Source: an optimization exercise on an open RTL-to-GDS flow (aim: small area, a short achievable clock period and few clock cycles). Production flows keep margins and buffers that such runs may drop.
The RTL was checked by simulation tests, not by an equivalence proof against the original design.
No activity file was given, so power comes from the tool's default toggle rates.

==> flow/design.v (outline; a module is shown in full before it is edited, if it fits) <==
// module conv_loader: 15 lines
// module frame_ram: 20 lines
// module conv_fa: 11 lines
// module conv_ha: 10 lines
// module conv_wmask: 8 lines
// module conv_engine: 2840 lines
// module conv2d_top: 170 lines
module conv2d_top
(
    input  logic        i_clk,
    input  logic        i_rst,
    input  logic [9:0]  i_pix,      
    input  logic [9:0]  i_wgt,      
    output logic [26:0] o_out,      
    output logic        o_busy
);
  // ...
==> flow/flow/run.sh <==
#!/bin/bash
set -euo pipefail
export BUFFER_PORTS_ARGS="-buffer_cell sky130_fd_sc_hd__buf_2"
export SETUP_SLACK_MARGIN=5.3
bash standard.sh > standard.log 2>&1
==> flow/standard.sh <==
#!/bin/bash
# synth_recipe.tcl (not shown) runs the flow's synth.tcl, then flattens the netlist and writes it again
# the make line also repeats each setting of config.mk as NAME=value (left out here)
make -C /OpenROAD-flow-scripts/flow DESIGN_CONFIG=/design/flow/config.mk WORK_HOME=/design/flow/orfs CLKGATE_MAP_FILE= SYNTH_SCRIPT=/design/flow/synth_recipe.tcl "${@:-finish}"
==> flow/config.mk <==
export PLATFORM = sky130hd
export DESIGN_NAME = conv2d_top
export DESIGN_NICKNAME = conv2d_top
export VERILOG_FILES = /design/flow/design.v
export SDC_FILE = /design/flow/constraint.sdc
export NUM_CORES = 4
export LEC_CHECK = 0
export CAP_MARGIN = 20
export CORE_MARGIN = 2
export CORE_UTILIZATION = 70
export CTS_CLUSTER_DIAMETER = 90
export CTS_CLUSTER_SIZE = 26
export PLACE_DENSITY = 0.8
export SLEW_MARGIN = 20
export SYNTH_HIERARCHICAL = 1
export SYNTH_MINIMUM_KEEP_SIZE = 0
==> flow/constraint.sdc <==
create_clock -name core_clock -period 8.0 [get_ports {i_clk}]
set_input_delay 1.6000 -clock core_clock [delete_from_list [all_inputs] [get_ports {i_clk}]]
set_output_delay 1.6000 -clock core_clock [all_outputs]
set_load 0.01 [all_outputs]
==> out/results.txt, run 1 <==
The routability congestion estimate came out at 1.056. The number of setup buffers added after CTS is 17. The final count of pins violating max slew is 0. In this run the most used layer during global routing was met2. The startpoint of the worst hold path is u_engine.q7_s1494. For met1 alone, demand over resource in global routing was 49.38%.

The fraction of area in multi-input gates was 50.13%; the sequential share of power was 48.0%. In this run the number of cells on the critical path is 5. The run finished with no timing, DRC or antenna violations. The final layout contains a sequential cell count of 544.

Detailed routing inserted a total of 16621 vias. The internal portion of the total power is 5.137 mW. STA puts the critical path data arrival time at 3.19 ns. The met3 routing resource usage after global routing is 14.75%, and the share of post-route cells with drive strength above 1 is 10.69%. The most prevalent standard cell on the critical path is sky130_fd_sc_hd__fa_1. The logs give 5 for the number of antenna violations at the first check in global routing and 0.03451 ns for the worst-case clock skew.

For the post-placement cell area, the log shows 29620 µm². The area growth from synthesis to layout is 6.730%. For the count of multi-input combinational gates, the log shows 1405. The detailed-routing iteration count for the pre-antenna-repair pass is 5. The register with the most flip-flops is u_ram.slot. Prior to clock tree synthesis, the placed netlist has a worst setup slack of 5.024 ns. The shortest clock period the worst path allows after layout is 2.732 ns, and the CTS sink count is 544. The tools report the remaining routing DRC violations as 0. The number of clock buffers added by TritonCTS is 26. The reported leakage power was 10.27 nW.

The number of violations reported at the end of detailed-routing iteration 0 is 2213, and the portion of the layout cell area used by clock cells is 2.551%. In the final timing run, aggregate negative setup slack is 0 ns. TritonCTS built the clock tree.

The number of failing setup endpoints in the final timing report was 0; the count of input and output buffers was 47. For the highest clock frequency the design can meet, the log shows 0.3660 GHz.
Testbench counts, summed over its fixed seeds: cycles 4,688.
==> run 2: changes to the inputs <==
--- a/flow/config.mk
+++ b/flow/config.mk
@@ -8,8 +8,8 @@
 export CAP_MARGIN = 20
 export CORE_MARGIN = 2
-export CORE_UTILIZATION = 70
+export CORE_UTILIZATION = 60
 export CTS_CLUSTER_DIAMETER = 90
 export CTS_CLUSTER_SIZE = 26
-export PLACE_DENSITY = 0.8
+export PLACE_DENSITY = 0.7
 export SLEW_MARGIN = 20
 export SYNTH_HIERARCHICAL = 1
==> out/results.txt, run 2 <==
For the routability congestion estimate, the log shows 0.9384 (-11%). The logs give 114400 µm for the global-route wire length before repair and 0.62 ns for the clock latency at the later pin of the worst-skew pair. The share of post-route cells with drive strength above 1 was 11.13% (+0.44 points); the number of max-capacitance violations reported was 0. Leaving out fill and tap cells, the most frequent cell in the layout is sky130_fd_sc_hd__fa_1. The largest individual stage delay along the critical path comes from the cell sky130_fd_sc_hd__dfxtp_4. Excluding fillers, the count of instances in the completed layout stands at 2745.

For this run, the total global-route usage over all layers was measured as 32.44%. The total routed wirelength was 76750 µm; the transition at the pin with the smallest max-transition slack was 1.029 ns. The run gives 45.18% (-4.2 points) as the met1 usage in global routing. The count of vias placed by the detailed router was 15961 (-4.0%).

Reported leakage power: 10.29 nW (+0.21%). The worst setup path is captured at a primary output. The setup slack after placement came out at 4.866 ns (-0.1583 ns).

50 I/O pins were placed. The tools report the initial cell density of the core as 60.83%. Most congested layer reported by global routing: met2. In this design, the largest share of critical-path delay is due to flip-flops.

The tools report the worst path arrival time as 1.13 ns (-2.06 ns). The number of buffer and inverter stages on the critical path was 1; the floorplan die width was 224.0 µm. The path category of the worst min-delay check is reg -> reg. The die is 224.0 µm tall. Setup repair after global routing could not meet its margin everywhere.

Hold timing on the final database bottoms out at a slack of 0.3322 ns. The synthesized area divided by synthesized cell count works out to 13.97 µm². The clock transition at the register clock pins on the worst setup and hold paths after CTS is 0.10 ns, and the total standard cell area after synthesis is 29040 µm².

After layout, the worst path uses 34.16% of the clock period. The layout has 3526 filler cells. The die covers 50180 µm². TritonCTS built the clock tree. For the worst-case clock skew, the log shows 0.01779 ns (-0.01672 ns). In this run the deepest clock path goes through 3 buffers.

For the met3 routing resource usage after global routing, the log shows 9.850% (-4.9 points). The tree is rooted in a sky130_fd_sc_hd__clkbuf_16. The overflow left after global routing came out at 0. In the layout the commonest cells are 540 x sky130_fd_sc_hd__fa_1, 511 x sky130_fd_sc_hd__nand2_1, 301 x sky130_fd_sc_hd__dfxtp_1.

For the number of antenna violations at the first check in global routing, the log shows 5 (unchanged). The worst setup path is of the reg -> out kind. The number of placed instances, taps included, is 2664. Hold repair after CTS inserted 0 buffers. Synthesis produced a netlist whose cell count is 2079. For this design the ratio of total power to cell area is 249.3 nW/µm². The CTS buffer count came out at 28 (+7.7%).

The detailed-routing iteration count for the pre-antenna-repair pass was 5 (unchanged). The logs give 0 (unchanged) for the final count of pins violating max slew and 14 for the number of warnings issued by yosys. CTS sink count: 544 (unchanged). In this run the standard cell core region covers 47750 µm².

The maximum fanout count along the critical path is 6. The largest single stage delay on the critical path is 0.38 ns. The tools report the remaining routing DRC violations as 0 (unchanged). The relative area change from synthesis to final layout came out at 7.234%.

The final number of hold-violating endpoints is 0, and the setup slack after layout is 5.267 ns. Walking the worst path, the cells encountered are buf_2. Dividing the detail-routed wire length by the instance count gives 27.96 µm.

The depth of the critical timing path with buffers and inverters included was 1 (-4); the post-synthesis net count was 2683. Number of flip-flops in the largest register: 144. For the post-layout instance area, the log shows 31140 µm². For met2 alone, demand over resource in global routing was 50.48%. The run gives 80 as the number of placement rows. For the via count of the first global-routing pass, the log shows 17578. The total negative slack for setup checks was 0 ns (unchanged). The logs give 0 for the count of antenna-violating nets left after detailed routing and 0.3659 GHz (about the same) for the highest clock frequency the design can meet.

The run gives 0 (unchanged) as the number of failing setup endpoints in the final timing report. The flow ran to the end and the layout has no timing, DRC or antenna violations. The H-tree depth reported by CTS is 1, and the via-per-instance ratio is 5.815. Count of input and output buffers: 47 (unchanged). The required time at the worst-slack endpoint was 6.40 ns; the shortest clock period the worst path allows after layout was 2.733 ns (+0.0009500 ns). Entering global routing, the biggest net connects 73 pins. Register with the most flip-flops: u_ram.slot. The logs give 29730 µm² (+0.35%) for the post-placement cell area and 65.23% for the utilization after layout. The worst-case IR drop observed on VDD is 191.4 µV.

Along the worst hold path, the cell count comes to 0. Detailed placement ended at an HPWL of 61990 µm. The design draws 7.763 mW.

For the worst-case headroom to the max-slew limit, the log shows 31.38%. Type of origin of the critical path: a flop. The largest registers in the layout are u_ram.slot (144), u_loader.ker_q (72), out_data (20). Number of violations reported at the end of detailed-routing iteration 0: 1367 (-38%). For the final-stage net count, the log shows 2715. The worst register-to-register path has a depth of 4.
## run 2: cell types whose count changed in the layout (fill, tap and decap cells not counted), moves of 2 or more
cell                        change
sky130_fd_sc_hd__and2_2         -5
sky130_fd_sc_hd__and2_4         +5
sky130_fd_sc_hd__buf_4          -6
sky130_fd_sc_hd__clkbuf_1       -3
sky130_fd_sc_hd__clkbuf_16      +2
sky130_fd_sc_hd__dfxtp_1        -7
sky130_fd_sc_hd__dfxtp_2        +5
sky130_fd_sc_hd__dfxtp_4        +2
sky130_fd_sc_hd__fa_1           -2
sky130_fd_sc_hd__fa_2           +2
sky130_fd_sc_hd__inv_16         +3
sky130_fd_sc_hd__inv_4          +2
sky130_fd_sc_hd__inv_6          +2
## run 2: per-layer routing
layer / up-vias / routed length (µm) / part of all wire (%)
met3: 128 / 8145 / 11
met5: - / 0 / 0
met1: 8490 / 31070 / 40
li1: 6623 / - / -
met2: 720 / 35410 / 46
met4: 0 / 2127 / 2.8
## run 2: final cells by class
| type | count | area [µm²] | share of cell area, % |
|---|---|---|---|
| well taps | 615 | 769.5 | 2.471 |
| flip-flops and latches | 544 | 13160 | 42.27 |
| multi-input cells | 1405 | 15550 | 49.93 |
| inverters | 52 | 195.2 | 0.6268 |
| clock inverters | 11 | 138.9 | 0.4460 |
| diodes | 1 | 2.502 | 0.008035 |
| repair buffers | 80 | 589.3 | 1.892 |
| clock buffers | 37 | 734.5 | 2.358 |
## run 2: timing repair
item,4_1_cts,5_1_grt
resized for setup,103,37
setup endpoints to repair,162,64
buffers inserted,17,15
pin swaps,1,0
## run 2: worst paths after layout
path,start,endpoint,slack [ns]
max,out_data[19],o_out[22],5.27
min,l_pipe[3],out_last,0.33
max reg2reg,in_d[6],u_engine.q3_s1324,5.29
min reg2reg,l_pipe[3],out_last,0.33
## run 2: where the power goes
| part | leakage, nW | switching (mW) | internal, mW | total, mW |
|---|---|---|---|---|
| clock network | 0.427 | 0.948 | 0.685 | 1.63 |
| logic | 5.09 | 1.35 | 1.09 | 2.43 |
| registers | 4.78 | 0.284 | 3.41 | 3.70 |
| total | 10.3 | 2.58 | 5.18 | 7.76 |
==> run 3: changes to the inputs <==
==> flow/flow/run.sh (replaced) <==
#!/bin/bash
set -euo pipefail
export BUFFER_PORTS_ARGS="-buffer_cell sky130_fd_sc_hd__buf_2"
export SETUP_SLACK_MARGIN=5.25
bash standard.sh > standard.log 2>&1
==> out/results.txt, run 3 <==
The total inserted antenna cells was 0 (-1). The count of filler cells inserted in the layout came out at 3522 (-0.11%). Number of warnings issued by yosys: 14 (unchanged). The transition at the pin with the smallest max-transition slack came out at 1.018 ns (-0.01152 ns). Setup repair after global routing could not meet its margin everywhere. Required time at the worst-slack endpoint: 6.40 ns (about the same). The CTS sink count was 544 (unchanged). The wire length per cell after detailed routing is 28.04 µm (+0.28%). The total of hold buffers inserted after clock tree synthesis came out at 0 (unchanged).

The boundary pin count is 50 (unchanged), and the number of flip-flops in the largest register is 144 (unchanged). The worst-case clock skew is 0.01906 ns (+0.001267 ns), and the largest net degree at the start of global routing is 73 (unchanged). Number of buffer and inverter stages on the critical path: 1 (unchanged).

Detailed route wirelength on metal2: 35560 µm (+0.43%). In the final layout, the registers with the most flip-flops are u_ram.slot (144), u_loader.ker_q (72), out_data (20). The via-per-instance ratio was 5.798 (-0.28%). The routability congestion estimate was 0.9384 (unchanged). The type of origin of the critical path was a flop. The peak ir drop on the vdd network is 190.7 µV (-0.37%), and the via count of the first global-routing pass is 17497 (-0.46%). Reported leakage power: 10.22 nW (-0.71%).

The worst-case headroom to the max-slew limit was 32.15% (+0.77 points); the power per cell area was 249.9 nW/µm² (+0.26%). The logs give 29040 µm² (unchanged) for the total standard cell area after synthesis and 0 (unchanged) for the final number of hold-violating endpoints. The detailed-routing wirelength on met1 was 30800 µm (-0.85%). The run gives 47750 µm² (unchanged) as the area of the placeable core. The number of failing setup endpoints in the final timing report was 0 (unchanged); the total half-perimeter wirelength after legalization and detailed placement was 61990 µm (unchanged). The number of placement rows is 80 (unchanged), and the met3 wirelength from detailed routing is 8244 µm (+1.2%). The number of instances in the synthesized netlist is 2079 (unchanged), and the setup slack after layout is 5.245 ns (-0.02222 ns).

The number of placed cells counting well taps is 2664 (unchanged), and the relative area change from synthesis to final layout is 6.872%. The dominant delay contributor by cell family on the critical path is flip-flops. The initial cell density of the core was 60.83% (unchanged).

The logs give 0 (unchanged) for the final count of pins violating max slew and 28 (unchanged) for the CTS buffer count. The logs give 1390 (+1.7%) for the number of violations reported at the end of detailed-routing iteration 0 and 50180 µm² (unchanged) for the die area. The tools report the final-stage net count as 2701 (-0.52%). The worst setup path is captured at a primary output.

The remaining routing DRC violations is 0 (unchanged), and the share of post-route cells with drive strength above 1 is 9.976% (-1.2 points). For the number of antenna violations at the first check in global routing, the log shows 4 (-1). The clock transition at the register clock pins on the worst setup and hold paths after CTS came out at 0.10 ns (about the same). Library cell used as clock root buffer: sky130_fd_sc_hd__clkbuf_16. The clock latency at the later pin of the worst-skew pair was 0.63 ns (about the same). The worst setup path is of the reg -> out kind.

The tools report the setup slack after placement as 4.866 ns (unchanged). In the layout the commonest cells are 543 x sky130_fd_sc_hd__fa_1, 511 x sky130_fd_sc_hd__nand2_1, 309 x sky130_fd_sc_hd__dfxtp_1. TritonCTS built the clock tree.

The flow ran to the end and the layout has no timing, DRC or antenna violations. The shortest clock period the worst path allows after layout is 2.755 ns (+0.02222 ns). The worst path arrival time is 1.16 ns (+0.03 ns). The tools report the highest clock frequency the design can meet as 0.3629 GHz (-0.81%). The run gives 3 (unchanged) as the buffer levels on the longest clock path.

More flip-flops sit in one register than any other, and that register is u_ram.slot. Traced cell by cell, the critical path runs through buf_6. Maximum fanout count along the critical path: 6 (unchanged).

Synthesized area divided by synthesized cell count: 13.97 µm² (unchanged). The total routed wirelength was 76540 µm (-0.27%). The number of max-capacitance violations reported was 0 (unchanged); the floorplan die height was 224.0 µm (unchanged).

The delay contributed by the slowest stage of the critical path came out at 0.41 ns (+0.03 ns). The overflow left after global routing was 0 (unchanged); the count of vias placed by the detailed router was 15829 (-0.83%). The non-filler instance count after layout was 2730 (-0.55%).

The final period utilization works out to 34.44% (+0.28 points). The total negative slack for setup checks came out at 0 ns (unchanged). The run gives 32.37% (-0.073 points) as the global routing usage summed across all routing layers. The global-route wire length before repair came out at 114100 µm (-0.22%).

The detailed router used layers up to and including met4. Post-synthesis net count: 2683 (unchanged). The floorplan die width came out at 224.0 µm (unchanged). For the detailed-routing iteration count for the pre-antenna-repair pass, the log shows 8 (+3).

The final hold slack is 0.3305 ns (-0.001649 ns). Leaving out fill and tap cells, the most frequent cell in the layout is sky130_fd_sc_hd__fa_1. H-tree depth reported by CTS: 1 (unchanged). The highest-delay cell along the critical path is sky130_fd_sc_hd__dfxtp_4.

The worst hold path belongs to the class reg -> reg. For the count of antenna-violating nets left after detailed routing, the log shows 0 (unchanged). The count of input and output buffers was 47 (unchanged).
[run 3: per-layer routing]
layer	vias up	GRT usage [%]
met5	-	0
li1	6598	-
met4	0	8.301
met2	748	50.52
met1	8367	44.88
met3	116	10.07
[run 3: where the power goes]
part           switching [mW]  internal [mW]
sequential              0.290           3.41
combinational            1.34           1.08
clock                   0.954          0.686
[run 3: metrics by stage]
step | cell area, µm² | power, mW | util (%)
3_5_place_dp | 29730 | 6.162 | 62.26
3_3_place_gp | 29730 | 6.051 | 62.26
4_1_cts | 30790 | 7.795 | 64.48
6_report | 31040 | 7.757 | 65.01
5_1_grt | 31040 | 8.250 | 65.01
2_1_floorplan | 29040 | 5.155 | -
[run 3: final timing paths]
path	from	end	slack [ns]	depth (start not counted)
max	out_data[19]	o_out[22]	5.24	1
min	u_engine.q3_s960	u_engine.q7_q3_s960	0.33	0
max reg2reg	u_ram.slot[8][7]	u_engine.q3_s1288	5.27	4
min reg2reg	u_engine.q3_s960	u_engine.q7_q3_s960	0.33	0
[run 3: timing repair]
| item | CTS | global route |
|---|---|---|
| setup buffers | 4 | 14 |
| pin swaps | 1 | 1 |
| setup endpoints to repair | 139 | 76 |
| gates resized for setup | 81 | 34 |
[run 3: cell type report]
cell class                 count  area, µm²  share of cell area, %
multi-input combinational   1405      15540                  50.08
inverter                      52      195.2                 0.6289
clock buffer                  37      734.5                  2.366
timing repair buffer          66      503.0                  1.621
clock inverter                11      138.9                 0.4475
sequential                   544      13150                  42.37
tap                          615      769.5                  2.479

==> separate check: timing with driven ports <==
In the flow no input, the clock included, has a driving cell. The finished layouts below were timed again as built, in two steps.
Step 1, drivers: a clkbuf_16 drives i_clk and a buf_2 each remaining input, both assumed.
Step 2 times the ports against the registers' clock, not the clock port: input delays grow and output delays shrink by t, the midpoint of the rising clock arrivals with the driver on.
Slacks: ideal / step 1 / step 2; pairs: ideal / step 1.
run | shift t [ns] | slack for setup (ns) | worst hold slack (ns) | clock arrival spread, ns | worst data-port slew with drivers (ns)
run 1 | 0.664 | 5.268 / 5.214 / 5.232 | 0.334 / 0.334 / 0.334 | 0.035 / 0.034 | 0.03
run 2 | 0.673 | 5.267 / 5.209 / 5.209 | 0.332 / 0.332 / 0.332 | 0.018 / 0.019 | 0.03
run 3 | 0.675 | 5.245 / 5.187 / 5.248 | 0.331 / 0.331 / 0.331 | 0.019 / 0.019 | 0.03
After both steps setup and hold are still met in every run listed. The setup slack of run 2, which loses most, moves by -0.058 ns with the drivers and by -0.058 ns with both steps.
